Source: an optimization exercise on an open RTL-to-GDS flow (aim: small area, a short achievable clock period and few clock cycles per item). Production flows keep margins and buffers that such runs may drop. Only simulation tests tie the RTL to the original design; equivalence was not proved.

$ cat flow/run.sh
#!/bin/bash
# synth_recipe.tcl (not shown) runs the flow's synth.tcl, then flattens the netlist and writes it again
# the make line also repeats each setting of config.mk as NAME=value (left out here)
make -C /OpenROAD-flow-scripts/flow DESIGN_CONFIG=/design/flow/config.mk WORK_HOME=/design/flow/orfs CLKGATE_MAP_FILE= SYNTH_SCRIPT=/design/flow/synth_recipe.tcl finish
$ cat flow/constraint.sdc
create_clock -name core_clock -period 6.0 [get_ports {clock}]
set_input_delay 1.2000 -clock core_clock [delete_from_list [all_inputs] [get_ports {clock}]]
set_output_delay 1.2000 -clock core_clock [all_outputs]
set_load 0.01 [all_outputs]
$ cat flow/config.mk
export PLATFORM = sky130hd
export DESIGN_NAME = alu_seq_responder
export DESIGN_NICKNAME = alu_seq_responder
export VERILOG_FILES = /design/flow/design.v
export SDC_FILE = /design/flow/constraint.sdc
export NUM_CORES = 4
export LEC_CHECK = 0
export CAP_MARGIN = 20
export CORE_MARGIN = 2
export CORE_UTILIZATION = 40
export SLEW_MARGIN = 20
$ cat flow/design.v
package alu_pkg;
  localparam int DATA_W = 32;
  localparam logic [3:0] OP_AND  = 4'd0;
  localparam logic [3:0] OP_OR   = 4'd1;
  localparam logic [3:0] OP_ADD  = 4'd2;
  localparam logic [3:0] OP_SUB  = 4'd3;
  localparam logic [3:0] OP_MUL  = 4'd4;
  localparam logic [3:0] OP_DIV  = 4'd5;
  localparam logic [3:0] OP_SHR  = 4'd6;
  localparam logic [3:0] OP_SHRA = 4'd7;
  localparam logic [3:0] OP_SHL  = 4'd8;
  localparam logic [3:0] OP_ROR  = 4'd9;
  localparam logic [3:0] OP_ROL  = 4'd10;
  localparam logic [3:0] OP_NEG  = 4'd11;
  localparam logic [3:0] OP_NOT  = 4'd12;
  localparam int U_SIMPLE = 0;   
  localparam int U_MUL    = 1;   
  localparam int U_NEGA   = 2;   
  localparam int U_NEGB   = 3;   
  localparam int U_CLZ    = 4;   
  localparam int U_NORM   = 5;   
  localparam int U_DITER  = 6;   
  localparam int U_FIXQ   = 7;   
  localparam int U_FIXR   = 8;   
  localparam int U_DZ     = 9;   
  localparam int NU       = 10;
endpackage
import alu_pkg::*;
module alu_booth_pp (
  input  logic [2:0]        sel,
  input  logic [DATA_W-1:0] m,
  input  logic              msigned,
  output logic [35:0]       pp,
  output logic              neg
);
  logic one, two;
  logic [35:0] m1, m2, mag;
  assign one = sel[1] ^ sel[0];
  assign two = (sel[2] & ~sel[1] & ~sel[0]) | (~sel[2] & sel[1] & sel[0]);
  assign neg = sel[2];
  logic s;
  assign s   = msigned & m[DATA_W-1];
  assign m1  = {{4{s}}, m};
  assign m2  = {{3{s}}, m, 1'b0};
  assign mag = ({36{one}} & m1) | ({36{two}} & m2);
  assign pp  = mag ^ {36{neg}};
endmodule
module alu_clz32 (
  input  logic [DATA_W-1:0] x,
  output logic [5:0]        n
);
  logic [7:0]      z4;      
  logic [1:0]      c4 [8];  
  logic [3:0]      z16;     
  logic [2:0]      c8 [4];
  logic [1:0]      z32;
  logic [3:0]      c16 [2];
  always_comb begin
    for (int g = 0; g < 8; g++) begin
      logic [3:0] v;
      v = x[4*g +: 4];
      z4[g] = (v == 4'b0);
      c4[g] = v[3] ? 2'd0 : v[2] ? 2'd1 : v[1] ? 2'd2 : 2'd3;
    end
    for (int g = 0; g < 4; g++) begin
      z16[g] = z4[2*g+1] & z4[2*g];
      c8[g]  = z4[2*g+1] ? {1'b1, c4[2*g]} : {1'b0, c4[2*g+1]};
    end
    for (int g = 0; g < 2; g++) begin
      z32[g]  = z16[2*g+1] & z16[2*g];
      c16[g]  = z16[2*g+1] ? {1'b1, c8[2*g]} : {1'b0, c8[2*g+1]};
    end
    if (z32[1] & z32[0]) n = 6'd32;
    else if (z32[1])     n = {2'b01, c16[0]};
    else                 n = {2'b00, c16[1]};
  end
endmodule
import alu_pkg::*;
module alu_seq_responder (
  input  logic                clock,
  input  logic                clear,
  input  logic                in_valid,
  output logic                in_ready,
  input  logic [DATA_W-1:0]   a,
  input  logic [DATA_W-1:0]   b,
  input  logic [3:0]          op,
  output logic                out_valid,
  input  logic                out_ready,
  output logic [2*DATA_W-1:0] result,
  output logic                div_by_zero,
  output logic                illegal_op
);
  typedef struct packed {
    logic          first;    
    logic          fin;      
    logic          x1_ra, x1_nra, x1_hi, x1_nlo, x1_nhi, x1_hs, x1_rs;
    logic          d0_one, d0_two, d0_neg, msigned;
    logic          d1_one, d1_two, d1_neg;
    logic          cin, cin2;   
    logic          r_and, r_or, r_add, r_sh, ill;
    logic          sh_sign, sh_rot, sh_left, sh_rol;
  } ctl_t;
  ctl_t          c, cn;
  logic [NU-1:0] u, un;       
  logic       ev;              
  logic       ov;              
  logic [DATA_W-1:0] ra, rb, hi, lo;
  logic              hs;       
  logic [4:0]        cnt;
  logic              neg_a, neg_q, negb_p, dz_r, ill_r;
  logic slot, go, free, accept, last;
  assign slot      = !ov || out_ready;
  assign go        = ev && (!c.first || slot);
  assign free      = !ev || (go && c.fin);
  assign in_ready  = free;
  assign accept    = in_valid && free;
  assign out_valid = ov;
  assign last      = (cnt == 5'd0);
  function automatic logic [2:0] booth(input logic [2:0] s);
    booth[0] = s[1] ^ s[0];
    booth[1] = (s[2] & ~s[1] & ~s[0]) | (~s[2] & s[1] & s[0]);
    booth[2] = s[2];
  endfunction
  always_comb begin : first_decode
    logic [2:0] g0, g1;
    ctl_t k;
    logic [NU-1:0] ku;
    k  = '0;
    ku = '0;
    k.first = 1'b1;
    k.fin   = 1'b1;
    g0 = booth({a[1], a[0], 1'b0});
    g1 = booth({a[3], a[2], a[1]});
    case (op)
      OP_AND: begin ku[U_SIMPLE] = 1'b1; k.r_and = 1'b1; end
      OP_OR:  begin ku[U_SIMPLE] = 1'b1; k.r_or  = 1'b1; end
      OP_ADD: begin
        ku[U_SIMPLE] = 1'b1; k.r_add = 1'b1;
        k.x1_ra = 1'b1; k.d0_one = 1'b1;
      end
      OP_SUB: begin
        ku[U_SIMPLE] = 1'b1; k.r_add = 1'b1;
        k.x1_ra = 1'b1; k.d0_one = 1'b1; k.d0_neg = 1'b1; k.cin = 1'b1;
      end
      OP_NEG: begin
        ku[U_SIMPLE] = 1'b1; k.r_add = 1'b1;
        k.x1_nra = 1'b1; k.cin = 1'b1;
      end
      OP_NOT: begin
        ku[U_SIMPLE] = 1'b1; k.r_add = 1'b1;
        k.x1_nra = 1'b1;
      end
      OP_SHR:  begin ku[U_SIMPLE] = 1'b1; k.r_sh = 1'b1; end
      OP_SHRA: begin ku[U_SIMPLE] = 1'b1; k.r_sh = 1'b1; k.sh_sign = 1'b1; end
      OP_ROR:  begin ku[U_SIMPLE] = 1'b1; k.r_sh = 1'b1; k.sh_rot  = 1'b1; end
      OP_SHL:  begin ku[U_SIMPLE] = 1'b1; k.r_sh = 1'b1; k.sh_left = 1'b1; end
      OP_ROL:  begin ku[U_SIMPLE] = 1'b1; k.r_sh = 1'b1; k.sh_rol  = 1'b1; end
      OP_MUL: begin
        ku[U_MUL] = 1'b1;
        k.fin     = 1'b0;
        k.msigned = 1'b1;
        {k.d0_neg, k.d0_two, k.d0_one} = g0;
        {k.d1_neg, k.d1_two, k.d1_one} = g1;
        k.cin     = g0[2];
      end
      OP_DIV: begin
        k.fin = 1'b0;
        if (b == '0) begin
          ku[U_DZ] = 1'b1;
          k.fin    = 1'b1;
          k.x1_ra  = 1'b1;
        end else if (a[DATA_W-1]) begin
          ku[U_NEGA] = 1'b1;
          k.x1_nra = 1'b1; k.cin = 1'b1;
        end else if (b[DATA_W-1]) begin
          ku[U_NEGB] = 1'b1;
          k.d0_one = 1'b1; k.d0_neg = 1'b1; k.cin = 1'b1;
        end else begin
          ku[U_CLZ] = 1'b1;
          k.x1_ra = 1'b1;
        end
      end
      default: begin ku[U_SIMPLE] = 1'b1; k.ill = 1'b1; end
    endcase
    fc  = k;
    fcu = ku;
  end
  ctl_t          fc;
  logic [NU-1:0] fcu;
  logic [35:0] pp0, pp1, x1, sum;
  logic        ms;
  assign ms   = c.msigned & rb[DATA_W-1];
  assign pp0  = (({36{c.d0_one}} & {{4{ms}}, rb}) |
                 ({36{c.d0_two}} & {{3{ms}}, rb, 1'b0})) ^ {36{c.d0_neg}};
  assign pp1  = (({36{c.d1_one}} & {{4{rb[DATA_W-1]}}, rb}) |
                 ({36{c.d1_two}} & {{3{rb[DATA_W-1]}}, rb, 1'b0})) ^ {36{c.d1_neg}};
  assign x1[DATA_W-1:0] = ({DATA_W{c.x1_ra}}  & ra)  |
                          ({DATA_W{c.x1_nra}} & ~ra) |
                          ({DATA_W{c.x1_hi}}  & hi)  |
                          ({DATA_W{c.x1_nlo}} & ~lo) |
                          ({DATA_W{c.x1_nhi}} & ~hi);
  assign x1[35:DATA_W]  = {4{(c.x1_hs & hi[DATA_W-1]) | (c.x1_rs & hs)}};
  logic [35:0] x3, cs_s, cs_c;
  logic        k1;
  assign x3   = {pp1[33:0], c.cin2 | c.d1_neg, c.cin};
  assign cs_s = x1 ^ pp0 ^ x3;
  assign cs_c = (x1 & pp0) | (x1 & x3) | (pp0 & x3);
  assign k1   = c.d1_neg;
  assign sum  = cs_s + {cs_c[34:0], k1} + {35'b0, k1};
  logic [DATA_W-1:0] src, fx, fy, fsh;
  logic [4:0]        fk;
  logic [5:0]        la, lb, sdiff;
  logic              qzero, norm;
  assign norm = u[U_NORM];
  alu_clz32 u_clz_a (.x(ra), .n(la));
  alu_clz32 u_clz_b (.x(rb), .n(lb));
  assign sdiff = lb - la;
  assign qzero = (lb < la);
  always_comb begin
    src = norm ? rb : ra;
    fx  = '0;
    fy  = src;
    fk  = rb[4:0];
    if (norm || c.sh_left) begin
      fx = {1'b0, src[DATA_W-1:1]};
      fy = {src[0], {(DATA_W-1){1'b0}}};
      fk = norm ? ~cnt : ~rb[4:0];
    end else if (c.sh_rol) begin
      fx = {src[0], src[DATA_W-1:1]};
      fy = {src[0], src[DATA_W-1:1]};
      fk = ~rb[4:0];
    end else if (c.sh_rot) begin
      fx = src;
    end else if (c.sh_sign) begin
      fx = {DATA_W{src[DATA_W-1]}};
    end
  end
  logic [47:0] f1;
  logic [39:0] f2;
  logic [35:0] f3;
  logic [33:0] f4;
  assign f1  = fk[4] ? {fx, fy[31:16]}  : {fx[15:0], fy};
  assign f2  = fk[3] ? f1[47:8] : f1[39:0];
  assign f3  = fk[2] ? f2[39:4] : f2[35:0];
  assign f4  = fk[1] ? f3[35:2] : f3[33:0];
  assign fsh = fk[0] ? f4[32:1] : f4[31:0];
  logic [2:0] ng0, ng1;
  logic       rneg;       
  assign ng0  = booth({ra[5], ra[4], ra[3]});
  assign ng1  = booth({ra[7], ra[6], ra[5]});
  assign rneg = sum[35];
  always_comb begin
    cn = '0;
    un = '0;
    if (accept) begin
      cn = fc;
      un = fcu;
    end else if (ev && !(go && c.fin)) begin
      cn = c;
      un = u;
      if (go) begin
        cn = '0;
        un = '0;
        if (u[U_MUL]) begin
          un[U_MUL]  = 1'b1;
          cn.fin     = (cnt == 5'd1);
          cn.x1_hi   = 1'b1;
          cn.x1_hs   = 1'b1;
          cn.msigned = 1'b1;
          {cn.d0_neg, cn.d0_two, cn.d0_one} = ng0;
          {cn.d1_neg, cn.d1_two, cn.d1_one} = ng1;
          cn.cin     = ng0[2];
        end else if (u[U_NEGA] && negb_p) begin
          un[U_NEGB] = 1'b1;
          cn.d0_one = 1'b1; cn.d0_neg = 1'b1; cn.cin = 1'b1;
        end else if (u[U_NEGA] || u[U_NEGB]) begin
          un[U_CLZ] = 1'b1;
          cn.x1_ra  = 1'b1;
        end else if (u[U_CLZ]) begin
          if (qzero) begin
            un[U_FIXR] = 1'b1;
            cn.fin     = 1'b1;
            cn.x1_hi   = !neg_a;
            cn.x1_nhi  = neg_a;
            cn.cin     = neg_a;
          end else begin
            un[U_NORM]  = (sdiff[4:0] != 5'd0);
            un[U_DITER] = (sdiff[4:0] == 5'd0);
            cn.x1_hi  = 1'b1; cn.x1_rs = 1'b1;
            cn.d0_one = 1'b1; cn.d0_neg = 1'b1; cn.cin = 1'b1;
          end
        end else if (u[U_NORM]) begin
          un[U_DITER] = 1'b1;
          cn.x1_hi  = 1'b1; cn.x1_rs = 1'b1;
          cn.d0_one = 1'b1; cn.d0_neg = 1'b1; cn.cin = 1'b1;
        end else if (u[U_DITER] && !last) begin
          un[U_DITER] = 1'b1;
          cn.x1_hi  = 1'b1; cn.x1_rs = 1'b1;
          cn.d0_one = 1'b1; cn.d0_neg = !rneg; cn.cin = !rneg;
        end else if (u[U_DITER] && neg_q) begin
          un[U_FIXQ] = 1'b1;
          cn.x1_nlo  = 1'b1; cn.cin = 1'b1;
        end else if (u[U_DITER] || u[U_FIXQ]) begin
          logic corr;
          corr = u[U_DITER] ? rneg : hs;
          un[U_FIXR] = 1'b1;
          cn.fin     = 1'b1;
          cn.x1_hi   = !neg_a;
          cn.x1_nhi  = neg_a;
          cn.d0_one  = corr;
          cn.d0_neg  = neg_a & corr;
          cn.cin     = neg_a & !corr;
          cn.cin2    = neg_a & corr;
        end
      end
    end
  end
  logic [DATA_W-1:0] simple;
  assign simple = ({DATA_W{c.r_and}} & (ra & rb)) |
                  ({DATA_W{c.r_or}}  & (ra | rb)) |
                  ({DATA_W{c.r_add}} & sum[DATA_W-1:0]) |
                  ({DATA_W{c.r_sh}}  & fsh);
  always_ff @(posedge clock or negedge clear) begin
    if (!clear) begin
      ev <= 1'b0;
      ov <= 1'b0;
      u  <= '0;
    end else begin
      ev <= accept || (ev && !free);
      ov <= (go && c.fin) || (ov && !out_ready);
      u  <= un;
    end
  end
  always_ff @(posedge clock) begin
    c <= cn;
    if (accept) begin
      ra     <= a;
      rb     <= b;
      neg_a  <= a[DATA_W-1];
      neg_q  <= a[DATA_W-1] ^ b[DATA_W-1];
      negb_p <= b[DATA_W-1];
      cnt    <= 5'd7;
    end else if (go) begin
      if (u[U_NEGA])  ra <= sum[DATA_W-1:0];
      if (u[U_NEGB])  rb <= sum[DATA_W-1:0];
      if (u[U_MUL])   ra <= {4'b0, ra[DATA_W-1:4]};
      if (u[U_NORM])  rb <= fsh;
      if (u[U_DITER] && !last) rb <= {1'b0, rb[DATA_W-1:1]};
      if (u[U_CLZ])   cnt <= sdiff[4:0];
      if (u[U_MUL] || u[U_DITER]) cnt <= cnt - 5'd1;
    end
    if (go) begin
      if (u[U_SIMPLE]) begin
        hi <= '0;
        lo <= simple;
      end
      if (u[U_MUL]) begin
        hi <= sum[35:4];
        lo <= {sum[3:0], lo[DATA_W-1:4]};
      end
      if (u[U_CLZ] || u[U_DZ]) hi <= sum[DATA_W-1:0];
      if (u[U_CLZ]) begin
        lo <= '0;
        hs <= 1'b0;
      end
      if (u[U_DZ])   lo <= '1;
      if (u[U_DITER]) begin
        hi <= sum[DATA_W-1:0];
        hs <= rneg;
        lo <= {lo[DATA_W-2:0], !rneg};
      end
      if (u[U_FIXQ]) lo <= sum[DATA_W-1:0];
      if (u[U_FIXR]) hi <= sum[DATA_W-1:0];
      if (c.first) begin
        dz_r  <= u[U_DZ];
        ill_r <= c.ill;
      end
    end
  end
  assign result      = {hi, lo};
  assign div_by_zero = dz_r;
  assign illegal_op  = ill_r;
endmodule
==> results of run 1 <==
-- stage by stage --
| stage | util | hold slack [ns] | area, um2 | worst slack [ns] |
|---|---|---|---|---|
| final | 0.459 | 0.425 | 23100 | 0.525 |
| after global routing | 0.459 | 0.447 | 23100 | 0.0237 |
| after CTS | 0.459 | 0.424 | 23100 | 0.611 |
| after detailed placement | 0.448 | 0.406 | 22500 | 0.654 |
| after global placement | 0.448 | 0.402 | 22500 | 0.797 |
| after floorplan | - | 0.400 | 20400 | 1.37 |
-- state kept, by name, indices dropped and copies added (netlist names), named ones only --
signal,flops
hi,32
lo,32
ra,32
rb,32
c,27
u,10
cnt,5
dz_r,1
hs,1
ill_r,1
neg_a,1
neg_q,1
negb_p,1
ov,1
-- path summary, 6_finish.rpt --
path,endpoint,from,depth (start not counted)
max in group asynchronous,u[1],clear,1
min,ill_r,c[4],0
min in group asynchronous,ov,clear,1
min reg2reg,ill_r,c[4],0
max,ra[25],c[23],17
max reg2reg,ra[25],c[23],17
-- cells by family (layout without fill, tap and decap cells) --
family | count (synthesis) | after routing
compound gates | 976 | 976
xor+xnor | 108 | 108
fa+ha+maj | 84 | 84
buf+inv | 376 | 396
flops | 178 | 178
mux | 149 | 149
other cells | 0 | 1
simple gates | 702 | 702
-- cell type report --
cell class,count,area [um2],area share
repair buffers,255,2270,0.0985
well taps,672,841,0.0364
multi-input cells,2019,13800,0.599
clock buffers,21,483,0.0209
diodes,1,2.50,0.000108
inverters,109,409,0.0177
clock inverters,11,88.8,0.00385
flip-flops and latches,178,5170,0.224
-- synth_stat cells, types with 10 or more instances --
| cell type | count | area (um2) |
|---|---|---|
| a21oi_1 | 230 | 1150 |
| nor2_1 | 193 | 724 |
| clkbuf_1 | 192 | 721 |
| nand2_1 | 192 | 721 |
| o21ai_0 | 174 | 871 |
| edfxtp_1 | 154 | 4620 |
| mux2i_1 | 110 | 1100 |
| inv_1 | 108 | 405 |
| nand3_1 | 89 | 445 |
| a22oi_1 | 75 | 563 |
| xor2_1 | 62 | 543 |
| o22ai_1 | 59 | 369 |
| nor3_1 | 52 | 260 |
| a211oi_1 | 47 | 353 |
| ha_1 | 47 | 588 |
| a21o_1 | 46 | 345 |
| xnor2_1 | 46 | 403 |
| buf_2 | 43 | 215 |
| o221ai_1 | 42 | 368 |
| o211ai_1 | 40 | 300 |
| fa_1 | 37 | 741 |
| mux2_2 | 34 | 383 |
| nand2b_1 | 28 | 175 |
| o21a_1 | 28 | 210 |
| a31oi_1 | 25 | 156 |
| nor2b_1 | 24 | 150 |
| a221oi_1 | 23 | 201 |
| nor4_1 | 23 | 144 |
| and3_1 | 21 | 131 |
| buf_1 | 21 | 78.8 |
| or3_1 | 19 | 119 |
| nand4_1 | 15 | 93.8 |
| dfrtp_1 | 12 | 300 |
| dfxtp_1 | 12 | 240 |
| o21bai_1 | 12 | 90.1 |
| a31o_2 | 11 | 96.3 |
| o21ai_1 | 11 | 55.1 |
| o31ai_1 | 11 | 82.6 |
| a2bb2oi_1 | 10 | 87.6 |
| o2111ai_1 | 10 | 87.6 |
| o22a_1 | 10 | 87.6 |
-- routing by layer --
| layer | up-vias | GRT usage | part of all wire | wire length (um) |
|---|---|---|---|---|
| met4 | 4 | 0.231 | 0.071 | 7390 |
| met3 | 336 | 0.0910 | 0.13 | 13400 |
| met2 | 1692 | 0.553 | 0.41 | 42600 |
| met1 | 10982 | 0.525 | 0.39 | 40800 |
| met5 | - | 0 | 0.00027 | 28 |
| li1 | 9682 | - | - | - |
-- placed cells by master (no fill, tap or decap), drive strengths merged, types with 28 or more instances in the layout --
| master | n |
|---|---|
| o22ai | 59 |
| nand3 | 89 |
| nor2 | 193 |
| fa | 37 |
| edfxtp | 154 |
| nand2b | 28 |
| inv | 113 |
| o211ai | 40 |
| o21a | 28 |
| o221ai | 42 |
| a211oi | 51 |
| xnor2 | 46 |
| buf | 116 |
| mux2i | 110 |
| nand2 | 192 |
| a22oi | 77 |
| o21ai | 185 |
| a21oi | 231 |
| mux2 | 35 |
| xor2 | 62 |
| nor3 | 52 |
| clkdlybuf4s50 | 139 |
| a21o | 46 |
| ha | 47 |
| a31oi | 28 |
==> impl_metrics.csv, run 1 <==
group,metric,value,unit
status,status,"timing/DRC/antenna clean",
floorplan,std_cell_rows,82,
yosys,synthXorXnorAreaFrac,0.0463,
detailed_routing,routedWlPerCell,31.9,um
clock_tree,cts.sinks,178,
worst_setup_path,cp_top_family,"compound AO/OA/AOI/OAI gates",
floorplan,design.die.area,52900,um2
worst_setup_path,crit_arrival,5.66,ns
timing,maxSlewViolCount,0,
global_routing,track_usage,0.386,
yosys,yosysWarnings,5,
worst_setup_path,max_stage_delay,0.66,ns
yosys,synthArstFlopShare,0.0674,
yosys,synthesis.nets,2729,
yosys,synth_compound_area_frac,0.321,
cells_and_area,nFillCells,5014,
cells_and_area,nNetsFinal,2736,
worst_setup_path,crit_slowest_cell,"a41oi_1",
clock_tree,clk_pin_slew,0.08,ns
floorplan,fp.dieH,230,um
detailed_routing,vias_per_cell,6.95,
detailed_routing,drc,0,
timing,finalSetupTns,0,ns
yosys,synth-edff-count,154,
yosys,synth-simple-area-share,0.162,
global_routing,grt_pass1_wl,150000,um
clock_tree,worstSkewPairLatency,0.48,ns
detailed_routing,drtPass1Iterations,7,
clock_tree,cts_buffers,17,
worst_setup_path,crit_type,"reg2reg",
yosys,muxShareOfSynthArea,0.0777,
timing,period_share,0.912,
yosys,synthAdderAreaFrac,0.0650,
timing,hold_viol_final,0,
cells_and_area,fin_cells,3266,
clock_tree,cts_root_buf,"clkbuf_16",
worst_setup_path,crit_chain,"clkinv_1 -> buf_4 -> o221ai_1 -> a21oi_1 -> fa_1 -> inv_1 -> ha_1 -> nand3_1 -> a211oi_1 -> o21ai_0 -> a41oi_1 -> a21o_1 -> xnor2_1 -> buf_4 -> nor2_1 -> a21oi_1 -> o21ai_0",
floorplan,core,50300,um2
yosys,synth_seq_cells,178,
cells_and_area,area_growth,13.0,%
clock_tree,clock_path_buffers,2,
yosys,yosysSeqAreaShare,0.253,
timing,slew_headroom,0.228,
yosys,ys_dominant_reg_cell,"edfxtp_1",
timing,min_period,5.47,ns
run,cap_viol_max_count,0,
detailed_routing,drt_wl_total,104000,um
timing,rsz0062_at_grt,"false",
timing,max_freq,183,MHz
clock_tree,post_cts_buffers,0,
global_routing,overflow,0,
yosys,synth_area,20400,um2
placement,gpl.final_weighted_congestion,1.05,
detailed_routing,vias,22696,
placement,placedCellCount,3233,
worst_setup_path,reg2reg_slack,0.53,ns
timing,setup_violations,0,
yosys,synth_top_family_by_area,"compound AO/OA/AOI/OAI gates",
global_routing,antenna_found_initial,3,
detailed_routing,drtAntennaViolNets,0,
floorplan,io_pins,140,
worst_setup_path,critPathMaxFanout,26,
timing,skew,0.0163,ns
detailed_routing,drtIter0Drc,3691,
placement,port-buffer-count,139,
clock_tree,cts_resized,0,
worst_setup_path,critPathCaptureType,"flop",
global_routing,grt_max_degree,68,
cells_and_area,layout-drive-gt1-share,0.0937,
clock_tree,htree_levels,4,
clock_tree,cts.hold.buffers_added,0,
yosys,syn_inst,2573,
placement,dpl.hpwl,78700,um
floorplan,initial_core_util,0.407,
hold_path,hp-class,"reg2reg",
clock_tree,cts_tree,"yes",
worst_setup_path,worst-path-buf-inv,4,
yosys,syn_avg_cell_area,7.94,um2
global_routing,grt_pass1_vias,21085,
worst_setup_path,crit_required,6.19,ns
timing,worst_pin_slew,1.15,ns
floorplan,die_w,230,um
worst_setup_path,startpoint_type,"flop",
yosys,ys_types,90,
Testbench counts, summed over its fixed seeds: cycles 12,033, items 3,200.
==> run 2: changes to the inputs <==
--- a/flow/config.mk
+++ b/flow/config.mk
@@ -10,2 +10,3 @@
 export CORE_UTILIZATION = 40
+export SETUP_SLACK_MARGIN = 1.5
 export SLEW_MARGIN = 20
==> impl_metrics.csv, run 2 <==
group,metric,value,unit
status,status,"timing/DRC/antenna clean",
detailed_routing,drc,0,
worst_setup_path,critPathCaptureType,"flop",
worst_setup_path,critPathMaxFanout,11,
detailed_routing,vias_per_cell,7.11,
timing,rsz0062_at_grt,"true",
floorplan,die_w,230,um
global_routing,grt_max_degree,63,
floorplan,core,50300,um2
timing,period_share,0.760,
global_routing,overflow,0,
global_routing,antenna_found_initial,2,
detailed_routing,vias,23846,
timing,max_freq,219,MHz
yosys,ys_dominant_reg_cell,"edfxtp_1",
yosys,yosysSeqAreaShare,0.253,
floorplan,initial_core_util,0.407,
yosys,synth_area,20400,um2
cells_and_area,layout-drive-gt1-share,0.156,
timing,slew_headroom,0.235,
cells_and_area,final_common_cell,"a21oi_1",
cells_and_area,final_cell_mix,"218 x a21oi_1, 188 x nor2_1, 187 x nand2_1",
hold_path,hp-class,"reg2reg",
worst_setup_path,crit_required,6.26,ns
global_routing,track_usage,0.422,
global_routing,grt_pass1_vias,22561,
global_routing,grt_pass1_wl,162000,um
clock_tree,cts.sinks,178,
floorplan,fp.dieH,230,um
clock_tree,cts_root_buf,"clkbuf_16",
placement,dpl.hpwl,84300,um
clock_tree,clock_path_buffers,2,
yosys,synthArstFlopShare,0.0674,
yosys,synthesis.nets,2729,
timing,finalSetupTns,0,ns
worst_setup_path,crit_type,"reg2reg",
clock_tree,htree_levels,4,
timing,maxSlewViolCount,0,
detailed_routing,drtIter0Drc,3817,
yosys,yosys-top-cells-area,"edfxtp_1 23%, a21oi_1 5.6%, mux2i_1 5.4%",
placement,port-buffer-count,139,
timing,setup_violations,0,
floorplan,design.die.area,52900,um2
floorplan,io_pins,140,
timing,hold_viol_final,0,
yosys,yosysWarnings,5,
timing,hold_ws,0.433,ns
timing,worst_pin_slew,1.15,ns
run,cap_viol_max_count,0,
placement,gpl.final_weighted_congestion,1.04,
yosys,syn_avg_cell_area,7.94,um2
cells_and_area,stdcell_area,24500,um2
detailed_routing,drtPass1Iterations,9,
clock_tree,cts.hold.buffers_added,0,
yosys,synth_most_common_cell,"a21oi_1",
clock_tree,cts_buffers,17,
yosys,synth_seq_cells,178,
yosys,synth_common_cells,"230 x a21oi_1, 193 x nor2_1, 192 x clkbuf_1, 192 x nand2_1, 174 x o21ai_0",
timing,min_period,4.56,ns
detailed_routing,drt_wl_total,114000,um
yosys,ys_types,90,
clock_tree,worstSkewPairLatency,0.52,ns
worst_setup_path,startpoint_type,"flop",
timing,skew,0.0169,ns
yosys,synth-edff-count,154,
cells_and_area,nNetsFinal,2821,
worst_setup_path,crit_arrival,4.82,ns
yosys,synth_top_area_share,0.226,
cells_and_area,final_util,0.488,
clock_tree,clk_pin_slew,0.08,ns
clock_tree,cts_tree,"yes",
detailed_routing,drtAntennaViolNets,0,
floorplan,std_cell_rows,82,
detailed_routing,routedWlPerCell,34.0,um
yosys,syn_inst,2573,
yosys,yosysTopAreaCell,"edfxtp_1",
placement,placed_area,22500,um2
cells_and_area,area_growth,19.9,%
==> run 2: cell counts after synthesis <==
Identical to the previous run, type by type.
==> run 2: cells by family (layout without fill, tap and decap cells) <==
kind of cell / after synthesis / after routing / synth area share
multiplexers: 149 / 149 / 0.0777
other: 0 / 2 / 0
buffers and inverters: 376 / 481 / 0.0750
XOR/XNOR: 108 / 108 / 0.0463
adder cells (fa/ha/maj): 84 / 84 / 0.0650
AND/OR/NAND/NOR: 702 / 702 / 0.162
AO/OA/AOI/OAI: 976 / 976 / 0.321
flip-flops: 178 / 178 / 0.253
==> run 2: area by class of cell <==
type	count	area (um2)
diodes	2	5.00
clock buffers	20	437
clock inverters	12	155
fillers	4988	25800
inverters	109	409
multi-input cells	2019	14400
flip-flops and latches	178	5170
well taps	672	841
repair buffers	340	3050
==> run 2: worst paths after layout <==
kind,from,to,slack [ns],depth (start not counted)
worst max-delay path,ra[17],c[10],1.44,19
worst min-delay path,c[4],ill_r,0.43,0
worst max register to register,ra[17],c[10],1.44,19
worst min register to register,c[4],ill_r,0.43,0
max in group asynchronous,clear,u[5],4.47,1
min in group asynchronous,clear,u[0],1.07,1
==> run 2: metrics by stage <==
step / cells / setup slack, ns
2_1_floorplan: 2573 / 1.50
3_3_place_gp: 3225 / 0.606
3_5_place_dp: 3225 / 0.584
4_1_cts: 3319 / 1.48
5_1_grt: 3350 / 1.13
6_report: 3352 / 1.44
==> run 2: layer usage <==
| metal | share of wire | global-route usage |
|---|---|---|
| met1 | 0.37 | 0.542 |
| met2 | 0.40 | 0.603 |
| met3 | 0.14 | 0.125 |
| met4 | 0.086 | 0.295 |
| met5 | 0.000070 | 0 |
==> run 2: worst max-delay path, cell delays in order (launching register included) <==
cell and delay (ns):
edfxtp_1 0.81, nor2b_1 0.30, o21ai_0 0.18, a21oi_1 0.09, o21bai_1 0.13, a21oi_1 0.11, nor2_1 0.12, nor2_1 0.05
o31ai_1 0.24, ha_1 0.19, inv_1 0.06, fa_1 0.45, a21o_1 0.20, a21oi_2 0.17, o21bai_1 0.10, a21oi_2 0.27
nand2_2 0.15, o21ai_0 0.19, a211oi_1 0.09, or3_1 0.37
==> run 2: timing repair <==
action / in CTS / in global routing
endpoints found under the setup margin: 87 / 84
setup buffers: 62 / 31
resized for setup: 59 / 98
pin swaps: 13 / 32
==> run 3: changes to the inputs <==
--- a/flow/config.mk
+++ b/flow/config.mk
@@ -7,2 +7,3 @@
 export LEC_CHECK = 0
+export ABC_AREA = 1
 export CAP_MARGIN = 20
@@ -10,3 +11,3 @@
 export CORE_UTILIZATION = 40
-export SETUP_SLACK_MARGIN = 1.5
+export SETUP_SLACK_MARGIN = 2.5
 export SLEW_MARGIN = 20
==> impl_metrics.csv, run 3 <==
group,metric,value,unit
status,status,"timing/DRC/antenna clean",
hold_path,hp-class,"reg2reg",
yosys,synthArstFlopShare,0.0674,
worst_setup_path,worst-path-buf-inv,6,
floorplan,initial_core_util,0.404,
global_routing,overflow,0,
yosys,syn_avg_cell_area,6.57,um2
detailed_routing,drt_wl_total,109000,um
timing,finalSetupTns,0,ns
worst_setup_path,path_common_cell,"nand2_4",
global_routing,grt_pass1_wl,152000,um
yosys,synth-simple-area-share,0.318,
floorplan,std_cell_rows,81,
cells_and_area,nNetsFinal,3443,
yosys,synthesis.nets,3156,
yosys,yosys-top-cells-area,"edfxtp_1 23%, nand2_1 12%, nand3_1 12%",
yosys,ys_types,60,
timing,worst_pin_slew,1.16,ns
worst_setup_path,cp_top_family,"simple AND/OR/NAND/NOR gates",
worst_setup_path,reg2reg_from,"c[23]",
cells_and_area,final_cell_mix,"539 x nand2_1, 445 x nand3_1, 248 x inv_1",
timing,skew,0.0197,ns
detailed_routing,drc,0,
yosys,synth_top_area_share,0.235,
placement,port-buffer-count,139,
worst_setup_path,max_stage_delay,0.52,ns
worst_setup_path,crit_type,"reg2reg",
yosys,synth_compound_area_frac,0.207,
clock_tree,cts.hold.buffers_added,0,
worst_setup_path,critPathMaxFanout,4,
worst_setup_path,crit_start,"c[23]",
clock_tree,worstSkewPairLatency,0.52,ns
global_routing,grt_max_degree,62,
timing,min_period,4.11,ns
timing,max_freq,243,MHz
yosys,synth_most_common_cell,"nand2_1",
worst_setup_path,crit_arrival,4.39,ns
detailed_routing,vias_per_cell,6.39,
timing,slew_headroom,0.220,
worst_setup_path,worstRegToRegCells,27,
detailed_routing,drtPass1Iterations,9,
yosys,muxShareOfSynthArea,0,
worst_setup_path,crit_slowest_cell,"edfxtp_1",
yosys,yosysSeqAreaShare,0.262,
worst_setup_path,rr_endpoint,"rb[28]",
timing,hold_ws,0.456,ns
clock_tree,htree_levels,4,
placement,gpl.final_weighted_congestion,1.06,
yosys,synthXorXnorAreaFrac,0.0391,
clock_tree,cts_tree,"yes",
cells_and_area,area_growth,39.1,%
global_routing,grt_pass1_vias,22747,
detailed_routing,drtAntennaViolNets,0,
cells_and_area,nFillCells,4606,
yosys,synth_common_cells,"653 x nand2_1, 472 x nand3_1, 327 x inv_1",
detailed_routing,vias,25314,
yosys,synth_area,19700,um2
yosys,synthAdderAreaFrac,0.0674,
yosys,yosysWarnings,5,
yosys,synth_top_family_by_area,"simple AND/OR/NAND/NOR gates",
yosys,syn_inst,3000,
cells_and_area,diodes,0,
floorplan,design.die.area,51100,um2
hold_path,worstHoldPathCells,0,
worst_setup_path,crit_required,6.28,ns
worst_setup_path,crit_path_end,"rb[28]",
worst_setup_path,critPathCaptureType,"flop",
floorplan,core,48700,um2
clock_tree,cts_root_buf,"clkbuf_16",
cells_and_area,layout-drive-gt1-share,0.261,
worst_setup_path,path_depth,27,
yosys,synth_seq_cells,178,
clock_tree,cts.sinks,178,
timing,hold_viol_final,0,
detailed_routing,routedWlPerCell,27.4,um
clock_tree,cts_buffers,17,
clock_tree,clock_path_buffers,2,
global_routing,track_usage,0.410,
worst_setup_path,startpoint_type,"flop",
global_routing,antenna_found_initial,2,
timing,period_share,0.685,
clock_tree,clk_pin_slew,0.08,ns
floorplan,io_pins,140,
yosys,ys_dominant_reg_cell,"edfxtp_1",
timing,maxSlewViolCount,0,
worst_setup_path,reg2reg_slack,1.89,ns
yosys,yosysTopAreaCell,"edfxtp_1",
detailed_routing,drtIter0Drc,4008,
floorplan,fp.dieH,226,um
cells_and_area,final_common_cell,"nand2_1",
timing,rsz0062_at_grt,"true",
yosys,synth-edff-count,154,
placement,dpl.hpwl,77800,um
run,cap_viol_max_count,0,
floorplan,die_w,226,um
timing,setup_violations,0,
## run 3: changes by cell type in the layout (fill, tap and decap cells not counted), moves of 41 or more
cell and change:
nand3_1 +356, nand2_1 +352, inv_1 +142, mux2i_1 -107
o21ai_0 -92, a22oi_1 -70, nand2_2 +64, inv_2 +57
nand2_4 +49, buf_6 +45, a211oi_1 -41
## run 3: per-layer routing
metal,vias to the layer above,wire [um],global-route usage,part of all wire
met5,-,10,0,0.000092
met4,2,8110,0.242,0.075
met3,472,13200,0.0942,0.12
met2,2003,46400,0.617,0.43
met1,11899,40900,0.537,0.38
li1,10938,-,-,-
## run 3: repair_timing
item                       4_1_cts  5_1_grt
setup endpoints to repair      180      135
cloned                           7        0
gates resized for setup        493      285
buffers inserted               159       86
pin swaps                       90      124
## run 3: worst register-to-register path: cells and delay by family (launching register included)
family	cells	cell delay [ns]
and+or+nand+nor	16	1.61
adders and majority gates	3	1.06
DFF	1	0.52
buffers and inverters	6	0.52
AOI/OAI and AO/OA	2	0.18
## run 3: worst min path at each step
stage / slack, ns / startpoint / to
after global placement: 0.43 / c[19] / c[19]
after global routing: 0.46 / c[4] / ill_r
after CTS: 0.46 / c[18] / c[18]
final: 0.46 / c[4] / ill_r
after detailed placement: 0.43 / c[4] / ill_r
after floorplan: 0.40 / c[4] / ill_r
## run 3: cell families (layout without fill, tap and decap cells)
family,after synthesis,after routing
adders and majority gates,84,84
buffers and inverters,517,817
DFF,178,178
AOI/OAI and AO/OA,686,686
xor gates and xnor gates,88,88
and+or+nand+nor,1447,1447
## run 3: metrics by stage
stage	setup WS (ns)	cells	utilization	area (um2)
floorplan	2.40	3000	-	19800
global placement	1.12	3679	0.443	21600
detailed placement	1.07	3679	0.443	21600
CTS	2.09	3877	0.524	25600
global route	1.78	3964	0.562	27400
finish	1.89	3964	0.562	27400
## run 3: layout make-up
class                           instances  area [um2]  area share
Sequential cell                       178        5180       0.189
Clock buffer                           17         425      0.0155
Timing Repair inverter                  5        37.5     0.00137
Timing Repair Buffer                  436        4190       0.153
Inverter                              344        1400      0.0511
Tap cell                              664         831      0.0303
Multi-Input combinational cell       2305       15200       0.554
Clock inverter                         15         161     0.00589
==> run 4: changes to the inputs <==
--- a/flow/design.v
+++ b/flow/design.v
@@ -99,3 +99,3 @@
     logic          cin, cin2;   
-    logic          r_and, r_or, r_add, r_sh, ill;
+    logic          r_and, r_or, r_add, r_sh, r_ones, ill;
     logic          sh_sign, sh_rot, sh_left, sh_rol;
@@ -171,2 +171,3 @@
           k.x1_ra  = 1'b1;
+          k.r_ones = 1'b1;
         end else if (a[DATA_W-1]) begin
@@ -301,3 +302,3 @@
           un[U_FIXQ] = 1'b1;
-          cn.x1_nlo  = 1'b1; cn.cin = 1'b1;
+          cn.x1_nlo  = 1'b1; cn.cin = 1'b1; cn.r_add = 1'b1;
         end else if (u[U_DITER] || u[U_FIXQ]) begin
@@ -321,3 +322,4 @@
                   ({DATA_W{c.r_add}} & sum[DATA_W-1:0]) |
-                  ({DATA_W{c.r_sh}}  & fsh);
+                  ({DATA_W{c.r_sh}}  & fsh) |
+                  {DATA_W{c.r_ones}};
   always_ff @(posedge clock or negedge clear) begin
@@ -352,6 +354,4 @@
     if (go) begin
-      if (u[U_SIMPLE]) begin
-        hi <= '0;
-        lo <= simple;
-      end
+      if (u[U_SIMPLE] || u[U_CLZ] || u[U_DZ] || u[U_FIXQ]) lo <= simple;
+      if (u[U_SIMPLE]) hi <= '0;
       if (u[U_MUL]) begin
@@ -361,7 +361,3 @@
       if (u[U_CLZ] || u[U_DZ]) hi <= sum[DATA_W-1:0];
-      if (u[U_CLZ]) begin
-        lo <= '0;
-        hs <= 1'b0;
-      end
-      if (u[U_DZ])   lo <= '1;
+      if (u[U_CLZ]) hs <= 1'b0;
       if (u[U_DITER]) begin
@@ -371,3 +367,2 @@
       end
-      if (u[U_FIXQ]) lo <= sum[DATA_W-1:0];
       if (u[U_FIXR]) hi <= sum[DATA_W-1:0];
--- a/flow/config.mk
+++ b/flow/config.mk
@@ -7,3 +7,2 @@
 export LEC_CHECK = 0
-export ABC_AREA = 1
 export CAP_MARGIN = 20
@@ -11,3 +10,3 @@
 export CORE_UTILIZATION = 40
-export SETUP_SLACK_MARGIN = 2.5
+export SETUP_SLACK_MARGIN = 1.5
 export SLEW_MARGIN = 20
==> impl_metrics.csv, run 4 <==
group,metric,value,unit
status,status,"timing/DRC/antenna clean",
timing,slew_headroom,0.275,
placement,pre_cts_ws,0.820,ns
hold_path,hp-start,"c[4]",
worst_setup_path,crit_type,"reg2reg",
worst_setup_path,critPathCaptureType,"flop",
timing,setup_violations,0,
floorplan,core,47600,um2
worst_setup_path,rr_endpoint,"rb[28]",
clock_tree,clk_pin_slew,0.08,ns
yosys,syn_avg_cell_area,8.25,um2
yosys,yosysTopAreaCell,"edfxtp_1",
placement,placed_area,21200,um2
placement,dpl.hpwl,72900,um
worst_setup_path,worstRegToRegCells,17,
worst_setup_path,max_stage_delay,0.59,ns
cells_and_area,fin_cells,3096,
placement,placedCellCount,2956,
yosys,syn_inst,2340,
timing,period_share,0.755,
timing,max_freq,221,MHz
yosys,yosys-top-cells-area,"edfxtp_1 24%, mux2i_1 7.5%, a21oi_1 4.6%",
floorplan,design.die.area,50000,um2
placement,port-buffer-count,139,
cells_and_area,final_common_cell,"nor2_1",
yosys,synth_seq_cells,179,
timing,hold_viol_final,0,
cells_and_area,area_growth,21.1,%
timing,min_period,4.53,ns
cells_and_area,layout-drive-gt1-share,0.167,
global_routing,grt_max_degree,71,
cells_and_area,final_cell_mix,"229 x nor2_1, 194 x buf_4, 183 x nand2_1",
detailed_routing,drc,0,
global_routing,track_usage,0.378,
timing,skew,0.0152,ns
cells_and_area,final_util,0.490,
worst_setup_path,startpoint_type,"flop",
yosys,ys_dominant_reg_cell,"edfxtp_1",
global_routing,grt_pass1_vias,19391,
hold_path,worstHoldPathCells,0,
worst_setup_path,path_common_cell,"fa_2",
floorplan,initial_core_util,0.405,
hold_path,hold_path_end,"ill_r",
floorplan,die_w,224,um
clock_tree,clock_path_buffers,2,
detailed_routing,drt_wl_total,98700,um
worst_setup_path,crit_required,6.22,ns
yosys,yosysWarnings,5,
clock_tree,cts_tree,"yes",
yosys,synth_common_cells,"230 x nor2_1, 185 x nand2_1, 178 x a21oi_1",
detailed_routing,routedWlPerCell,31.9,um
floorplan,std_cell_rows,80,
worst_setup_path,crit_chain,"mux2i_1 -> o221ai_1 -> a21o_1 -> fa_2 -> ha_4 -> nor2_4 -> fa_2 -> nor2b_2 -> o21ai_2 -> a2111oi_2 -> and4bb_2 -> o21ai_4 -> a41oi_2 -> xor2_2 -> o211ai_1 -> o21ai_1 -> nand2_1",
floorplan,fp.dieH,224,um
worst_setup_path,crit_slowest_cell,"fa_2",
yosys,yosysSeqAreaShare,0.269,
placement,gpl.final_weighted_congestion,1.01,
yosys,synth-edff-count,155,
clock_tree,cts_buffers,17,
clock_tree,cts_root_buf,"clkbuf_16",
run,cap_viol_max_count,0,
worst_setup_path,reg2reg_from,"c[24]",
detailed_routing,vias_per_cell,6.88,
yosys,ys_types,89,
worst_setup_path,critPathMaxFanout,5,
yosys,synthArstFlopShare,0.0670,
cells_and_area,nNetsFinal,2623,
yosys,synth_most_common_cell,"nor2_1",
clock_tree,worstSkewPairLatency,0.48,ns
detailed_routing,drtIter0Drc,3403,
global_routing,grt_pass1_wl,137000,um
global_routing,overflow,0,
cells_and_area,stdcell_area,23400,um2
detailed_routing,drtPass1Iterations,7,
timing,layout_setup_ws,1.47,ns
timing,finalSetupTns,0,ns
clock_tree,htree_levels,4,
timing,maxSlewViolCount,0,
detailed_routing,vias,21298,
yosys,synthesis.nets,2496,
timing,worst_pin_slew,1.08,ns
global_routing,antenna_found_initial,5,
timing,rsz0062_at_grt,"true",
hold_path,hp-class,"reg2reg",
cells_and_area,nFillCells,4578,
yosys,synth_area,19300,um2
cells_and_area,layout.area.seq,5200,um2
yosys,synth_top_area_share,0.241,
worst_setup_path,reg2reg_slack,1.47,ns
detailed_routing,drtAntennaViolNets,0,
cells_and_area,multi_input_area,13400,um2
worst_setup_path,crit_arrival,4.75,ns
clock_tree,cts.sinks,179,
floorplan,io_pins,140,
==> run 4: changes by cell type after synthesis, sizes merged, moves of 79 or more <==
cell	change
a21oi	-91
clkbuf	+79
nand3	-449
inv	-251
mux2i	+144
nand2	-476
==> run 4: how the worst max path moves through the flow <==
stage               startpoint      to  slack, ns  cells after the start
finish                   c[24]  rb[28]       1.47                     17
global route             c[24]  rb[28]       1.32                     17
CTS                      c[24]  lo[14]       1.37                     17
detailed placement       c[24]   c[18]       0.82                     16
global placement         c[24]   c[18]       0.89                     16
floorplan                c[12]  hi[30]       1.55                     17
==> run 4: worst max-delay path, delay by kind of cell (launching register included) <==
family / cells / cell delay (ns)
adders and majority gates: 3 / 1.12
xor gates and xnor gates: 1 / 0.34
and+or+nand+nor: 4 / 0.61
AOI/OAI and AO/OA: 8 / 1.50
muxes: 1 / 0.19
DFF: 1 / 0.48
==> run 4: layer usage <==
metal  global-route usage  vias to the layer above  wire length (um)  part of all wire
met2                0.547                     1682             40700              0.41
met1                0.497                    10305             37000              0.38
met4                0.258                        0              7840             0.079
met3               0.0939                      342             13100              0.13
met5                    0                        -                 0                 0
li1                     -                     8969                 -                 -
==> run 4: cell type report <==
class	count	share of cell area
multi-input cells	1829	0.573
flip-flops and latches	179	0.223
repair buffers	346	0.131
well taps	615	0.0329
clock buffers	20	0.0209
inverters	94	0.0155
clock inverters	12	0.00434
diodes	1	0.000107
==> run 4: cell families after synthesis <==
group / synth area share
xor+xnor: 0.0526
mux: 0.104
buf+inv: 0.0723
fa+ha+maj: 0.0689
compound gates: 0.287
flops: 0.269
simple gates: 0.146
==> run 4: through the flow <==
stage | hold WS (ns)
6_report | 0.434
5_1_grt | 0.432
4_1_cts | 0.432
3_3_place_gp | 0.408
3_5_place_dp | 0.412
2_1_floorplan | 0.400
==> run 4: repair_timing <==
item | CTS | global route
hold buffers | 0 | 0
endpoints found under the setup margin | 80 | 84
resized for setup | 34 | 104
setup buffers | 53 | 54
pin swaps | 4 | 36
endpoints found under the hold margin | 0 | 0
gates cloned | 0 | 0
Testbench counts of run 4, summed over its fixed seeds: cycles 12,033, items 3,200.
==> run 5: changes to the inputs <==
--- a/flow/config.mk
+++ b/flow/config.mk
@@ -7,2 +7,3 @@
 export LEC_CHECK = 0
+export ABC_AREA = 1
 export CAP_MARGIN = 20
@@ -10,3 +11,3 @@
 export CORE_UTILIZATION = 40
-export SETUP_SLACK_MARGIN = 1.5
+export SETUP_SLACK_MARGIN = 2.0
 export SLEW_MARGIN = 20
==> impl_metrics.csv, run 5 <==
group,metric,value,unit
yosys,muxShareOfSynthArea,0,
worst_setup_path,crit_chain,"buf_6 -> clkinvlp_4 -> o22ai_2 -> xor2_2 -> fa_1 -> inv_1 -> ha_2 -> a21oi_2 -> o21ai_0 -> a21oi_2 -> nand3_4 -> a21o_4 -> nand2_2 -> nand3b_1 -> nand3_2 -> nand3_1 -> nand2_1 -> nand2_1",
yosys,syn_avg_cell_area,6.69,um2
global_routing,grt_busiest_layer,"met2",
yosys,yosysTopAreaCell,"edfxtp_1",
global_routing,use_met1,0.557,
timing,slew_headroom,0.303,
worst_setup_path,critPathMaxFanout,5,
cells_and_area,final_cell_mix,"564 x nand2_1, 455 x nand3_1, 306 x inv_1",
global_routing,overflow,0,
clock_tree,htree_levels,4,
clock_tree,cts_root_buf,"clkbuf_16",
floorplan,core,47700,um2
worst_setup_path,startpoint_type,"flop",
timing,worst_pin_slew,1.04,ns
floorplan,design.die.area,50100,um2
floorplan,std_cell_rows,80,
cells_and_area,layout-drive-gt1-share,0.177,
timing,min_period,4.10,ns
yosys,synth_most_common_cell,"nand2_1",
timing,skew,0.0202,ns
yosys,synthAdderAreaFrac,0.0688,
cells_and_area,final_common_cell,"nand2_1",
global_routing,track_usage,0.408,
detailed_routing,routedWlPerCell,28.6,um
hold_path,hp-class,"reg2reg",
detailed_routing,drtIter0Drc,3986,
timing,finalSetupTns,0,ns
run,cap_viol_max_count,0,
detailed_routing,vias_per_cell,6.45,
detailed_routing,drt_wl_total,106000,um
detailed_routing,vias,23775,
worst_setup_path,critPathCaptureType,"flop",
cells_and_area,area_growth,28.6,%
global_routing,grt_pass1_vias,21964,
worst_setup_path,max_stage_delay,0.55,ns
clock_tree,cts.sinks,179,
global_routing,grt_max_degree,68,
cells_and_area,diodes,0,
clock_tree,cts_tree,"yes",
clock_tree,clk_pin_slew,0.08,ns
cells_and_area,nNetsFinal,3214,
clock_tree,cts_buffers,17,
detailed_routing,drc,0,
yosys,ys_types,60,
timing,max_freq,244,MHz
yosys,synth_top_area_share,0.241,
yosys,synth_compound_area_frac,0.211,
worst_setup_path,crit_slowest_cell,"fa_1",
yosys,synth_area,19300,um2
worst_setup_path,crit_required,6.27,ns
yosys,synthXorXnorAreaFrac,0.0390,
yosys,syn_inst,2890,
yosys,synthesis.nets,3046,
floorplan,fp.dieH,224,um
timing,maxSlewViolCount,0,
yosys,yosysSeqAreaShare,0.269,
timing,setup_violations,0,
status,status,"timing/DRC/antenna clean",
yosys,synthArstFlopShare,0.0670,
placement,port-buffer-count,139,
timing,rsz0062_at_grt,"true",
global_routing,antenna_found_initial,1,
timing,hold_viol_final,0,
placement,gpl.final_weighted_congestion,1.05,
yosys,synth_top_family_by_area,"simple AND/OR/NAND/NOR gates",
yosys,synth_seq_cells,179,
floorplan,die_w,224,um
detailed_routing,drtPass1Iterations,6,
worst_setup_path,crit_type,"reg2reg",
placement,dpl.hpwl,80500,um
global_routing,grt_pass1_wl,148000,um
yosys,ys_dominant_reg_cell,"edfxtp_1",
timing,period_share,0.683,
yosys,synth-simple-area-share,0.309,
global_routing,use_met3,0.121,
floorplan,initial_core_util,0.405,
yosys,yosys-top-cells-area,"edfxtp_1 24%, nand3_1 12%, nand2_1 12%",
worst_setup_path,crit_arrival,4.37,ns
yosys,yosysWarnings,5,
clock_tree,clock_path_buffers,2,
floorplan,io_pins,140,
global_routing,grt.met2_usage,0.593,
yosys,synth-edff-count,155,
clock_tree,worstSkewPairLatency,0.52,ns
yosys,synth_common_cells,"613 x nand2_1, 473 x nand3_1, 334 x inv_1",
detailed_routing,drtAntennaViolNets,0,
clock_tree,cts.hold.buffers_added,0,
[run 5: cell types whose count changed after synthesis, sizes merged, moves of 37 or more]
| cell | change |
|---|---|
| clkbuf | -82 |
| nand2 | +429 |
| xnor2 | -45 |
| a22oi | -57 |
| o22ai | +54 |
| mux2i | -144 |
| a21o | -48 |
| inv | +255 |
| nand3 | +453 |
| mux2 | -37 |
| nor2 | -47 |
[run 5: per-stage QoR]
stage,setup WS (ns),cell area (um2),utilization,hold slack [ns],instances
final,1.90,24900,0.521,0.424,3686
after detailed placement,0.960,21300,0.446,0.406,3538
after CTS,1.94,22900,0.481,0.424,3630
after floorplan,2.08,19300,-,0.400,2890
after global routing,1.74,24900,0.521,0.432,3686
after global placement,0.517,21300,0.445,0.402,3536
[run 5: routing by layer]
layer	up-vias	share of wire	wire length, um
met5	-	0	0
met4	0	0.053	5620
met3	287	0.13	14000
met2	1745	0.42	43900
met1	11384	0.40	42000
li1	10359	-	-
[run 5: kinds of logic (layout without fill, tap and decap cells)]
family,Yosys count,after routing
and+or+nand+nor,1369,1370
xor gates and xnor gates,86,86
adders and majority gates,84,84
buffers and inverters,510,689
DFF,179,179
AOI/OAI and AO/OA,662,663
[run 5: layout make-up]
class	instances	area, um2
fill	4740	22900
multi-input combinational	2203	14000
sequential	179	5200
timing repair buffer	300	2900
inverter	351	1380
tap	615	769
clock buffer	19	454
clock inverter	13	138
timing repair inverter	6	45.0
[run 5: timing repair]
action	in CTS	in global routing
setup buffers	51	54
cloned	9	2
setup endpoints to repair	214	178
gates resized for setup	134	289
pin swaps	17	65
[run 5: final timing paths]
path / start / depth (start not counted) / to / slack, ns
worst min register to register: c[4] / 0 / ill_r / 0.42
max in group asynchronous: clear / 1 / u[5] / 4.43
worst max-delay path: c[14] / 18 / lo[28] / 1.90
min in group asynchronous: clear / 1 / u[6] / 1.09
worst min-delay path: c[4] / 0 / ill_r / 0.42
worst max register to register: c[14] / 18 / lo[28] / 1.90
[run 5: worst max-delay path, delay by kind of cell, from the launching register on]
family	cells	cell delay, ns
AOI/OAI and AO/OA	5	1.03
xor gates and xnor gates	1	0.10
adders and majority gates	2	0.88
buffers and inverters	3	0.45
DFF	1	0.51
and+or+nand+nor	7	0.89
==> run 6: changes to the inputs <==
--- a/flow/config.mk
+++ b/flow/config.mk
@@ -11,3 +11,3 @@
 export CORE_UTILIZATION = 40
-export SETUP_SLACK_MARGIN = 2.0
+export SETUP_SLACK_MARGIN = 2.5
 export SLEW_MARGIN = 20
==> impl_metrics.csv, run 6 <==
group,metric,value,unit
clock_tree,cts_tree,"yes",
clock_tree,htree_levels,4,
clock_tree,cts_root_buf,"clkbuf_16",
timing,slew_headroom,0.229,
worst_setup_path,critPathMaxFanout,5,
floorplan,initial_core_util,0.405,
timing,setup_violations,0,
placement,pre_cts_ws,1.01,ns
floorplan,design.die.area,50100,um2
worst_setup_path,reg2reg_slack,1.93,ns
floorplan,std_cell_rows,80,
worst_setup_path,startpoint_type,"flop",
timing,skew,0.0194,ns
placement,gpl.final_weighted_congestion,1.01,
global_routing,overflow,0,
yosys,yosysSeqAreaShare,0.269,
global_routing,grt_max_degree,61,
global_routing,grt_pass1_wl,153000,um
yosys,synth-simple-area-share,0.309,
status,status,"timing/DRC/antenna clean",
yosys,yosysTopAreaCell,"edfxtp_1",
cells_and_area,layout.area.seq,5210,um2
yosys,muxShareOfSynthArea,0,
timing,min_period,4.07,ns
clock_tree,worstSkewPairLatency,0.51,ns
cells_and_area,area_growth,40.4,%
cells_and_area,final_cell_mix,"508 x nand2_1, 426 x nand3_1, 269 x inv_1",
worst_setup_path,crit_type,"reg2reg",
cells_and_area,multi_input_area,15200,um2
yosys,ys_dominant_reg_cell,"edfxtp_1",
run,cap_viol_max_count,0,
floorplan,io_pins,140,
floorplan,fp.dieH,224,um
worst_setup_path,crit_required,6.23,ns
yosys,yosysWarnings,5,
detailed_routing,routedWlPerCell,29.5,um
floorplan,core,47700,um2
global_routing,antenna_found_initial,1,
clock_tree,cts.sinks,179,
yosys,synth_top_area_share,0.241,
timing,worst_pin_slew,1.14,ns
timing,finalSetupTns,0,ns
yosys,synth_seq_cells,179,
yosys,synth_most_common_cell,"nand2_1",
detailed_routing,drtIter0Drc,4243,
detailed_routing,drtPass1Iterations,9,
worst_setup_path,crit_arrival,4.30,ns
global_routing,track_usage,0.420,
yosys,syn_avg_cell_area,6.69,um2
clock_tree,cts_buffers,17,
timing,hold_viol_final,0,
placement,dpl.hpwl,79000,um
timing,layout_setup_ws,1.93,ns
placement,port-buffer-count,139,
cells_and_area,final_common_cell,"nand2_1",
detailed_routing,vias,25103,
detailed_routing,vias_per_cell,6.64,
yosys,synth_common_cells,"613 x nand2_1, 473 x nand3_1, 334 x inv_1",
yosys,syn_inst,2890,
yosys,synth_top_family_by_area,"simple AND/OR/NAND/NOR gates",
clock_tree,clk_pin_slew,0.09,ns
yosys,synthesis.nets,3046,
global_routing,grt_pass1_vias,22546,
worst_setup_path,critPathCaptureType,"flop",
floorplan,die_w,224,um
timing,rsz0062_at_grt,"true",
yosys,synthArstFlopShare,0.0670,
yosys,synth_area,19300,um2
cells_and_area,final_util,0.568,
detailed_routing,drc,0,
clock_tree,clock_path_buffers,2,
detailed_routing,drtAntennaViolNets,0,
yosys,synth-edff-count,155,
yosys,ys_types,60,
cells_and_area,layout-drive-gt1-share,0.262,
yosys,synthXorXnorAreaFrac,0.0390,
yosys,synth_compound_area_frac,0.211,
timing,max_freq,245,MHz
timing,period_share,0.679,
hold_path,hp-class,"reg2reg",
detailed_routing,drt_wl_total,111000,um
yosys,synthAdderAreaFrac,0.0688,
cells_and_area,nNetsFinal,3309,
cells_and_area,nFillCells,4345,
yosys,yosys-top-cells-area,"edfxtp_1 24%, nand3_1 12%, nand2_1 12%",
timing,maxSlewViolCount,0,
## run 6: cell count changes in the layout (fill, tap and decap cells not counted), sizes merged
cell and delta:
clkinvlp -5, dlymetal6s2s +1, bufbuf +1, diode +1
buf +99, clkinv +1, dlygate4sd2 -1, clkdlybuf4s50 -1
## run 6: final timing paths
path / from / to / cells past startpoint
max in group asynchronous: clear / u[5] / 1
min reg2reg: c[4] / ill_r / 0
min: c[4] / ill_r / 0
min in group asynchronous: clear / u[5] / 1
max reg2reg: c[18] / lo[27] / 24
max: c[18] / lo[27] / 24
## run 6: critical path: stages (launching register included)
cell and delay, ns:
edfxtp_1 0.52, inv_4 0.13, buf_8 0.15, buf_12 0.14, o22ai_1 0.09, xor2_1 0.18
fa_1 0.61, inv_2 0.06, ha_4 0.32, nand2_4 0.08, nor2_4 0.15, nand2_2 0.08
nor2_1 0.13, nand2_1 0.12, nand3_4 0.16, buf_6 0.12, a21oi_4 0.05, xnor2_1 0.12
buf_4 0.17, nand2_2 0.05, nand4_1 0.07, inv_1 0.08, nand2_1 0.07, nand2_1 0.06
o21ai_1 0.05
## run 6: area by class of cell
type | count | area share
Timing Repair Buffer | 400 | 0.148
Clock buffer | 18 | 0.0158
Antenna cell | 1 | 0.0000922
Timing Repair inverter | 1 | 0.000277
Inverter | 351 | 0.0519
Sequential cell | 179 | 0.192
Tap cell | 615 | 0.0284
Multi-Input combinational cell | 2203 | 0.559
Clock inverter | 14 | 0.00503
## run 6: through the flow
stage	instance area [um2]	hold WS [ns]	cells
final	27100	0.431	3782
after global placement	21200	0.406	3532
after detailed placement	21200	0.413	3532
after floorplan	19400	0.400	2890
after CTS	25100	0.433	3698
after global routing	27100	0.448	3781
## run 6: repair_timing
item / 4_1_cts / 5_1_grt
cloned: 12 / 2
hold buffers: 0 / 0
pin swaps: 75 / 150
setup endpoints to repair: 228 / 169
endpoints found under the hold margin: 0 / 0
resized for setup: 472 / 315
buffers inserted: 122 / 80
## run 6: cell families after synthesis
kind of cell             Yosys count
flip-flops                       179
AO/OA/AOI/OAI                    662
adder cells (fa/ha/maj)           84
AND/OR/NAND/NOR                 1369
buffers and inverters            510
XOR/XNOR                          86
## run 6: routing by layer
metal | part of all wire | global-route usage | up-vias | routed length, um
met4 | 0.069 | 0.210 | 2 | 7710
met3 | 0.14 | 0.122 | 455 | 15500
met2 | 0.42 | 0.621 | 2033 | 46500
met5 | 0.000081 | 0 | - | 9
li1 | - | - | 10568 | -
met1 | 0.37 | 0.558 | 12045 | 41700
==> run 7: changes to the inputs <==
--- a/flow/config.mk
+++ b/flow/config.mk
@@ -10,4 +10,4 @@
 export CORE_MARGIN = 2
-export CORE_UTILIZATION = 40
-export SETUP_SLACK_MARGIN = 2.5
+export CORE_UTILIZATION = 50
+export SETUP_SLACK_MARGIN = 2.0
 export SLEW_MARGIN = 20
==> impl_metrics.csv, run 7 <==
group,metric,value,unit
status,status,"timing/DRC/antenna clean",
floorplan,core,38400,um2
timing,max_freq,241,MHz
worst_setup_path,crit_arrival,4.51,ns
cells_and_area,nNetsFinal,3178,
cells_and_area,stdcell_area,24200,um2
worst_setup_path,cp_top_family,"buffers and inverters",
cells_and_area,area_growth,25.2,%
cells_and_area,final_common_cell,"nand2_1",
run,cap_viol_max_count,0,
worst_setup_path,path_common_cell,"inv_1",
hold_path,hp-class,"reg2reg",
clock_tree,cts_buffers,17,
clock_tree,cts_tree,"yes",
yosys,synth_common_cells,"613 x nand2_1, 473 x nand3_1, 334 x inv_1",
yosys,synth_top_area_share,0.241,
timing,rsz0062_at_grt,"true",
timing,worst_pin_slew,1.13,ns
placement,port-buffer-count,139,
worst_setup_path,crit_type,"reg2reg",
clock_tree,cts.hold.buffers_added,0,
detailed_routing,routedWlPerCell,28.3,um
yosys,synth_most_common_cell,"nand2_1",
worst_setup_path,crit_required,6.37,ns
yosys,synth_area,19300,um2
floorplan,die_w,201,um
timing,layout_setup_ws,1.86,ns
worst_setup_path,critPathMaxFanout,11,
yosys,syn_avg_cell_area,6.69,um2
yosys,ys_types,60,
yosys,synth_seq_cells,179,
clock_tree,clock_path_buffers,2,
floorplan,std_cell_rows,72,
timing,setup_violations,0,
yosys,syn_inst,2890,
yosys,yosysWarnings,5,
global_routing,overflow,0,
detailed_routing,vias_per_cell,6.85,
cells_and_area,fin_cells,3555,
timing,min_period,4.14,ns
detailed_routing,drtIter0Drc,4179,
global_routing,antenna_found_initial,2,
timing,maxSlewViolCount,0,
timing,slew_headroom,0.241,
placement,dpl.hpwl,73700,um
clock_tree,cts_root_buf,"clkbuf_16",
cells_and_area,final_util,0.630,
yosys,yosysSeqAreaShare,0.269,
floorplan,io_pins,140,
clock_tree,clk_pin_slew,0.08,ns
worst_setup_path,startpoint_type,"flop",
clock_tree,htree_levels,4,
yosys,synthArstFlopShare,0.0670,
detailed_routing,drc,0,
placement,placed_area,21000,um2
global_routing,grt_pass1_wl,142000,um
timing,hold_viol_final,0,
clock_tree,worstSkewPairLatency,0.50,ns
clock_tree,cts.sinks,179,
placement,pre_cts_ws,1.03,ns
worst_setup_path,max_stage_delay,0.65,ns
worst_setup_path,crit_chain,"buf_12 -> clkinvlp_4 -> buf_12 -> o2111ai_4 -> fa_1 -> inv_1 -> ha_1 -> inv_1 -> nand2_1 -> inv_1 -> fa_2 -> buf_4 -> xnor2_1 -> inv_1 -> a21oi_1 -> nand2_1 -> nand2_1",
detailed_routing,drtPass1Iterations,17,
detailed_routing,drt_wl_total,101000,um
cells_and_area,final_cell_mix,"560 x nand2_1, 458 x nand3_1, 310 x inv_1",
yosys,ys_dominant_reg_cell,"edfxtp_1",
cells_and_area,layout-drive-gt1-share,0.160,
timing,finalSetupTns,0,ns
yosys,yosys-top-cells-area,"edfxtp_1 24%, nand3_1 12%, nand2_1 12%",
[run 7: path summary, 6_finish.rpt]
| kind | start | end | slack [ns] | depth (start not counted) |
|---|---|---|---|---|
| setup / recovery | c[22] | lo[30] | 1.86 | 17 |
| hold / removal | c[20] | c[20] | 0.45 | 2 |
| setup reg to reg | c[22] | lo[30] | 1.86 | 17 |
| hold reg to reg | c[20] | c[20] | 0.45 | 2 |
| max in group asynchronous | clear | u[5] | 4.48 | 1 |
| min in group asynchronous | clear | ov | 1.08 | 1 |
[run 7: cell type report]
| type | instances | area (um2) |
|---|---|---|
| diodes | 2 | 5.00 |
| flip-flops and latches | 179 | 5210 |
| fillers | 3421 | 14200 |
| multi-input cells | 2202 | 13700 |
| clock inverters | 15 | 145 |
| clock buffers | 17 | 425 |
| repair inverters | 6 | 45.0 |
| well taps | 518 | 648 |
| inverters | 351 | 1380 |
| repair buffers | 265 | 2600 |
[run 7: timing repair]
item | 4_1_cts | 5_1_grt
setup buffers | 45 | 39
endpoints found under the setup margin | 152 | 135
gates resized for setup | 121 | 267
cloned | 6 | 4
pin swaps | 17 | 51
[run 7: tightest hold or removal path, delay by kind of cell (launching register included)]
| kind | cells | cell delay (ns) |
|---|---|---|
| simple gates | 2 | 0.09 |
| flops | 1 | 0.33 |
[run 7: cells by family after synthesis]
family / after synthesis / share of synthesized area
AND/OR/NAND/NOR: 1369 / 0.309
adder cells (fa/ha/maj): 84 / 0.0688
AO/OA/AOI/OAI: 662 / 0.211
buffers and inverters: 510 / 0.104
XOR/XNOR: 86 / 0.0390
flip-flops: 179 / 0.269
[run 7: stage by stage]
stage          hold slack [ns]
2_1_floorplan            0.400
3_3_place_gp             0.429
3_5_place_dp             0.409
4_1_cts                  0.452
5_1_grt                  0.463
6_report                 0.449
[run 7: layer usage]
layer / routed length (um) / global-route usage / vias up
met5: 13 / 0 / -
met4: 8260 / 0.280 / 2
met3: 16400 / 0.186 / 579
met2: 40900 / 0.688 / 2283
met1: 35100 / 0.598 / 11224
li1: - / - / 10277

[static timing again, ports no longer ideal]
Ports are ideal in the flow. The routed layouts listed here were re-timed in OpenROAD.
Step 1 sets driving cells, clkbuf_16 on the clock port and buf_2 on the other inputs (assumed; they add their load-dependent delay and slew).
Step 2 also shifts input and output timing later by t, the mid clock arrival at the registers, as if the neighbouring blocks saw the same clock.
a / b / c = ideal ports / drivers / drivers and shift; a / b = the first two.
run | shift t [ns] | setup slack, ns | slew at the worst register clock pin (ns) | worst data-port slew with drivers (ns)
run 1 | 0.526 | 0.525 / 0.525 / 0.525 | 0.08 / 0.08 | 0.07
run 2 | 0.567 | 1.442 / 1.442 / 1.053 | 0.08 / 0.08 | 0.07
run 3 | 0.562 | 1.890 / 1.890 / 1.890 | 0.09 / 0.09 | 0.04
run 4 | 0.524 | 1.473 / 1.473 / 1.446 | 0.08 / 0.08 | 0.06
run 5 | 0.567 | 1.901 / 1.901 / 1.578 | 0.09 / 0.09 | 0.05
run 6 | 0.561 | 1.926 / 1.926 / 1.790 | 0.09 / 0.09 | 0.05
run 7 | 0.556 | 1.856 / 1.856 / 1.544 | 0.08 / 0.08 | 0.04
After both steps every run listed still meets setup and hold. For run 2, which loses most, drivers alone change the setup slack by 0.000 ns; drivers and shift together by -0.389 ns.
